This design comes from an exercise in tuning for small area, a short achievable clock period and few clock cycles on the open sky130 flow, not from production work.

==> flow/design.v <==
module uint_to_decimal_ascii_core (
    input  logic         i_clk,
    input  logic         i_rst_n,
    input  logic         in_valid,
    output logic         in_ready,
    input  logic [31:0]  in_value,
    output logic         out_valid,
    input  logic         out_ready,
    output logic [5:0]   out_char,
    output logic         out_last
);
    localparam logic [1:0] P_IDLE  = 2'd0;    
    localparam logic [1:0] P_FETCH = 2'd1;    
    localparam logic [1:0] P_WAITX = 2'd2;    
    function automatic logic [38:0] dd4(input logic [38:0] bcd, input logic [3:0] nib);
        logic [38:0] b;
        b = bcd;
        for (int s = 3; s >= 0; s--) begin
            for (int j = 0; j < 9; j++) begin
                if (b[4*j +: 4] >= 4'd5) b[4*j +: 4] = b[4*j +: 4] + 4'd3;
            end
            b = {b[37:0], nib[s]};
        end
        dd4 = b;
    endfunction
    function automatic logic [3:0] lead_digit(input logic [39:0] bcd);
        logic [3:0] k;
        k = '0;
        for (int j = 1; j < 10; j++) begin
            if (bcd[4*j +: 4] != 4'd0) k = 4'(j);
        end
        lead_digit = k;
    endfunction
    logic [1:0]  r_pst;
    logic [2:0]  r_fidx;      
    logic        r_in_ready;
    logic [2:0]  top;
    logic [3:0]  top_lo, top_hi;
    logic        found;
    always_comb begin
        top    = 3'd0;
        top_lo = in_value[3:0];
        top_hi = in_value[7:4];
        found  = 1'b0;
        for (int k = 7; k >= 2; k--) begin
            if (!found && in_value[4*k +: 4] != 4'd0) begin
                found  = 1'b1;
                top    = 3'(k - 1);
                top_lo = in_value[4*k - 4 +: 4];
                top_hi = in_value[4*k +: 4];
            end
        end
    end
    logic [3:0]  r_nib;       
    logic [3:0]  r_nhi;       
    logic        r_nv, r_nfirst, r_nlast;
    logic [38:0] r_cb;
    logic        r_cb_done;
    logic [38:0] r_ob;
    logic [3:0]  r_ob_ptr;
    logic        r_ob_full;
    logic        r_ovalid, r_olast, r_svalid, r_slast;
    logic [3:0]  r_odig, r_sdig;
    logic push, ob_free, cb_move, stall, step, fetch, o_free;
    logic [3:0] nib_now, ob_dig;
    logic [39:0] ob_x;
    assign push    = r_ob_full && !r_svalid;
    assign ob_free = !r_ob_full || (push && r_ob_ptr == 4'd0);
    assign cb_move = r_cb_done && ob_free;
    assign stall   = r_nv && r_nfirst && r_cb_done && !cb_move;
    assign step    = r_nv && !stall;
    assign fetch   = (r_pst == P_FETCH || (r_pst == P_IDLE && in_valid)) && !stall;
    assign nib_now = in_value[4*r_fidx +: 4];
    assign ob_x    = {1'b0, r_ob};
    assign ob_dig  = ob_x[4*r_ob_ptr +: 4];
    logic [1:0] n_pst;
    logic [2:0] n_fidx;
    logic       n_nv, n_nfirst, n_cb_done, n_ob_full, n_stall;
    always_comb begin
        n_pst    = r_pst;
        n_fidx   = r_fidx;
        n_nv     = fetch || (r_nv && stall);
        n_nfirst = fetch ? (r_pst == P_IDLE) : r_nfirst;
        if (fetch) begin
            if (r_pst == P_IDLE) begin
                n_fidx = top - 3'd1;
                n_pst  = (top == 3'd0) ? P_WAITX : P_FETCH;
            end else begin
                n_fidx = r_fidx - 3'd1;
                if (r_fidx == 3'd0) n_pst = r_in_ready ? P_IDLE : P_WAITX;
            end
        end else if (r_pst == P_WAITX) begin
            n_pst = P_IDLE;
        end
        n_cb_done = (r_cb_done && !cb_move) || (step && r_nlast);
        n_ob_full = (r_ob_full && !(push && r_ob_ptr == 4'd0)) || cb_move;
        n_stall   = n_nv && n_nfirst && n_cb_done && n_ob_full;
    end
    assign o_free = !r_ovalid || out_ready;
    always_ff @(posedge i_clk) begin
        if (!i_rst_n) begin
            r_pst      <= P_IDLE;
            r_in_ready <= 1'b0;
            r_nv       <= 1'b0;
            r_cb_done  <= 1'b0;
            r_ob_full  <= 1'b0;
            r_ovalid   <= 1'b0;
            r_svalid   <= 1'b0;
        end else begin
            r_pst      <= n_pst;
            r_in_ready <= (n_pst == P_WAITX) || (n_pst == P_FETCH && n_fidx == 3'd0 && !n_stall);
            r_nv       <= n_nv;
            r_cb_done  <= n_cb_done;
            r_ob_full  <= n_ob_full;
            if (o_free) begin
                r_ovalid <= r_svalid || push;
                r_svalid <= 1'b0;
            end else if (push) begin
                r_svalid <= 1'b1;
            end
        end
    end
    always_ff @(posedge i_clk) begin
        r_fidx   <= n_fidx;
        r_nfirst <= n_nfirst;
        if (fetch) begin
            if (r_pst == P_IDLE) begin
                r_nib   <= top_lo;
                r_nhi   <= top_hi;
                r_nlast <= (top == 3'd0);
            end else begin
                r_nib   <= nib_now;
                r_nlast <= (r_fidx == 3'd0);
            end
        end
        if (step) begin
            r_cb <= dd4(r_nfirst ? {34'd0, (r_nhi >= 4'd10), r_nhi - ((r_nhi >= 4'd10) ? 4'd10 : 4'd0)} : r_cb, r_nib);
        end
        if (cb_move) begin
            r_ob     <= r_cb;
            r_ob_ptr <= lead_digit({1'b0, r_cb});
        end else if (push) begin
            r_ob_ptr <= r_ob_ptr - 4'd1;
        end
        if (o_free) begin
            r_odig  <= r_svalid ? r_sdig : ob_dig;
            r_olast <= r_svalid ? r_slast : (r_ob_ptr == 4'd0);
        end else if (push) begin
            r_sdig  <= ob_dig;
            r_slast <= (r_ob_ptr == 4'd0);
        end
    end
    assign in_ready  = r_in_ready;
    assign out_valid = r_ovalid;
    assign out_char  = {2'b11, r_odig};
    assign out_last  = r_olast;
endmodule
export LEC_CHECK = 0
export CAP_MARGIN = 20
export CORE_MARGIN = 2
export CORE_UTILIZATION = 40
export PLACE_DENSITY = 0.6
export SLEW_MARGIN = 20
create_clock -name core_clock -period 11.0 [get_ports {i_clk}]
standard.sh (not shown) runs the stock make flow with config.mk's settings and CLKGATE_MAP_FILE= SYNTH_SCRIPT=/design/flow/synth_recipe.tcl, a recipe that flattens the netlist after the stock synthesis.
==> flow/flow/run.sh <==
#!/bin/bash
# The standard layout (standard.sh: the standard flow's own synthesis and ORFS flow), with its timing
# repair aiming for setup slack of SETUP_SLACK_MARGIN ns beyond the clock period, so that
# the achieved period comes out well below it. The make output goes to flow_make.log.
set -euo pipefail
export SETUP_SLACK_MARGIN=${MARGIN:-7.6}
bash standard.sh > flow_make.log 2>&1
Then changed:
--- a/flow/design.v
+++ b/flow/design.v
@@ -1,7 +1,9 @@
-module uint_to_decimal_ascii_core (
+module uint_to_decimal_ascii_core #(
+    parameter int TAIL = 4
+) (
     input  logic         i_clk,
     input  logic         i_rst_n,
     input  logic         in_valid,
     output logic         in_ready,
     input  logic [31:0]  in_value,
     output logic         out_valid,
@@ -56,26 +58,35 @@
     logic        r_nv, r_nfirst, r_nlast;
     logic [38:0] r_cb;
     logic        r_cb_done;
     logic [38:0] r_ob;
     logic [3:0]  r_ob_ptr;
     logic        r_ob_full;
+    logic [4*TAIL-1:0] r_tb;
+    logic [1:0]  r_tb_ptr;
+    logic        r_tb_full;
     logic        r_ovalid, r_olast, r_svalid, r_slast;
     logic [3:0]  r_odig, r_sdig;
-    logic push, ob_free, cb_move, stall, step, fetch, o_free;
-    logic [3:0] nib_now, ob_dig;
+    logic push, push_ob, push_tb, ob_rel, tb_load, dlast, ob_free, cb_move, stall, step, fetch, o_free;
+    logic [3:0] nib_now, ob_dig, dig;
     logic [39:0] ob_x;
-    assign push    = r_ob_full && !r_svalid;
-    assign ob_free = !r_ob_full || (push && r_ob_ptr == 4'd0);
+    assign push    = (r_ob_full || r_tb_full) && !r_svalid;
+    assign push_tb = push && r_tb_full;
+    assign push_ob = push && !r_tb_full;
+    assign ob_rel  = r_ob_full && !r_tb_full && (r_ob_ptr < 4'(TAIL));
+    assign tb_load = ob_rel && !(push_ob && r_ob_ptr == 4'd0);
+    assign ob_free = !r_ob_full || ob_rel;
     assign cb_move = r_cb_done && ob_free;
     assign stall   = r_nv && r_nfirst && r_cb_done && !cb_move;
     assign step    = r_nv && !stall;
     assign fetch   = (r_pst == P_FETCH || (r_pst == P_IDLE && in_valid)) && !stall;
     assign nib_now = in_value[4*r_fidx +: 4];
     assign ob_x    = {1'b0, r_ob};
     assign ob_dig  = ob_x[4*r_ob_ptr +: 4];
+    assign dig     = r_tb_full ? r_tb[4*r_tb_ptr +: 4] : ob_dig;
+    assign dlast   = r_tb_full ? (r_tb_ptr == 2'd0) : (r_ob_ptr == 4'd0);
     logic [1:0] n_pst;
     logic [2:0] n_fidx;
     logic       n_nv, n_nfirst, n_cb_done, n_ob_full, n_stall;
     always_comb begin
         n_pst    = r_pst;
         n_fidx   = r_fidx;
@@ -90,31 +101,37 @@
                 if (r_fidx == 3'd0) n_pst = r_in_ready ? P_IDLE : P_WAITX;
             end
         end else if (r_pst == P_WAITX) begin
             n_pst = P_IDLE;
         end
         n_cb_done = (r_cb_done && !cb_move) || (step && r_nlast);
-        n_ob_full = (r_ob_full && !(push && r_ob_ptr == 4'd0)) || cb_move;
+        n_ob_full = (r_ob_full && !ob_rel) || cb_move;
         n_stall   = n_nv && n_nfirst && n_cb_done && n_ob_full;
     end
     assign o_free = !r_ovalid || out_ready;
     always_ff @(posedge i_clk) begin
         if (!i_rst_n) begin
             r_pst      <= P_IDLE;
             r_in_ready <= 1'b0;
             r_nv       <= 1'b0;
             r_cb_done  <= 1'b0;
             r_ob_full  <= 1'b0;
+            r_tb_full  <= 1'b0;
             r_ovalid   <= 1'b0;
             r_svalid   <= 1'b0;
         end else begin
             r_pst      <= n_pst;
             r_in_ready <= (n_pst == P_WAITX) || (n_pst == P_FETCH && n_fidx == 3'd0 && !n_stall);
             r_nv       <= n_nv;
             r_cb_done  <= n_cb_done;
             r_ob_full  <= n_ob_full;
+            if (tb_load) begin
+                r_tb_full <= 1'b1;
+            end else if (push_tb && r_tb_ptr == 2'd0) begin
+                r_tb_full <= 1'b0;
+            end
             if (o_free) begin
                 r_ovalid <= r_svalid || push;
                 r_svalid <= 1'b0;
             end else if (push) begin
                 r_svalid <= 1'b1;
             end
@@ -136,21 +153,27 @@
         if (step) begin
             r_cb <= dd4(r_nfirst ? {34'd0, (r_nhi >= 4'd10), r_nhi - ((r_nhi >= 4'd10) ? 4'd10 : 4'd0)} : r_cb, r_nib);
         end
         if (cb_move) begin
             r_ob     <= r_cb;
             r_ob_ptr <= lead_digit({1'b0, r_cb});
-        end else if (push) begin
+        end else if (push_ob) begin
             r_ob_ptr <= r_ob_ptr - 4'd1;
         end
+        if (tb_load) begin
+            r_tb     <= r_ob[4*TAIL-1:0];
+            r_tb_ptr <= 2'(push_ob ? r_ob_ptr - 4'd1 : r_ob_ptr);
+        end else if (push_tb) begin
+            r_tb_ptr <= r_tb_ptr - 2'd1;
+        end
         if (o_free) begin
-            r_odig  <= r_svalid ? r_sdig : ob_dig;
-            r_olast <= r_svalid ? r_slast : (r_ob_ptr == 4'd0);
+            r_odig  <= r_svalid ? r_sdig : dig;
+            r_olast <= r_svalid ? r_slast : dlast;
         end else if (push) begin
-            r_sdig  <= ob_dig;
-            r_slast <= (r_ob_ptr == 4'd0);
+            r_sdig  <= dig;
+            r_slast <= dlast;
         end
     end
     assign in_ready  = r_in_ready;
     assign out_valid = r_ovalid;
     assign out_char  = {2'b11, r_odig};
     assign out_last  = r_olast;
=>
- The changed run passed the timing, DRC and antenna checks
- global-route usage decreases by 2.0 points
- synthesized cell count increases by 3.0%
- design area increases by 5.4%
- routed wire length decreases by 1.0%
- setup slack got worse by 130 ps
- maximum frequency decreases by 3.1%
- clock-buffer cell count decreases by 10
- final cell count increases by 2.2%
- core utilization decreases by 1.2 points
- register-to-register slack stays flat
- via count increases by 3.7%
No run of this note included a check of the RTL's function; only the layout flow was run.

static timing again, ports no longer ideal:
How much do the figures lean on ideal ports? The routed layouts below were timed once more, with nothing changed but the port constraints.
Step 1 (the two cells are an assumption about what drives the block):
set clk [get_ports {i_clk}]
set_driving_cell -lib_cell sky130_fd_sc_hd__clkbuf_16 $clk
set_driving_cell -lib_cell sky130_fd_sc_hd__buf_2 [delete_from_list [all_inputs] $clk]
Step 2, shift: input delay + t, output delay - t, t = (earliest + latest rising clock arrival at the registers) / 2. This alone moves slack from input paths to output paths.
Slacks: no drivers / after step 1 / after step 2; pairs: no drivers / after step 1.
run | t (ns) | setup slack, ns | hold WS [ns] | latest minus earliest clock arrival (ns) | worst register clock-pin slew, ns
the first run | 0.461 | 6.859 / 6.859 / 6.428 | 0.427 / 0.427 / 0.427 | 0.011 / 0.011 | 0.06 / 0.06
the second run | 0.457 | 6.725 / 6.728 / 6.271 | 0.421 / 0.421 / 0.421 | 0.013 / 0.014 | 0.07 / 0.07
After both steps every run listed still meets setup and hold. The setup slack of the second run, which loses most, moves by +0.003 ns with the drivers and by -0.454 ns with both steps.
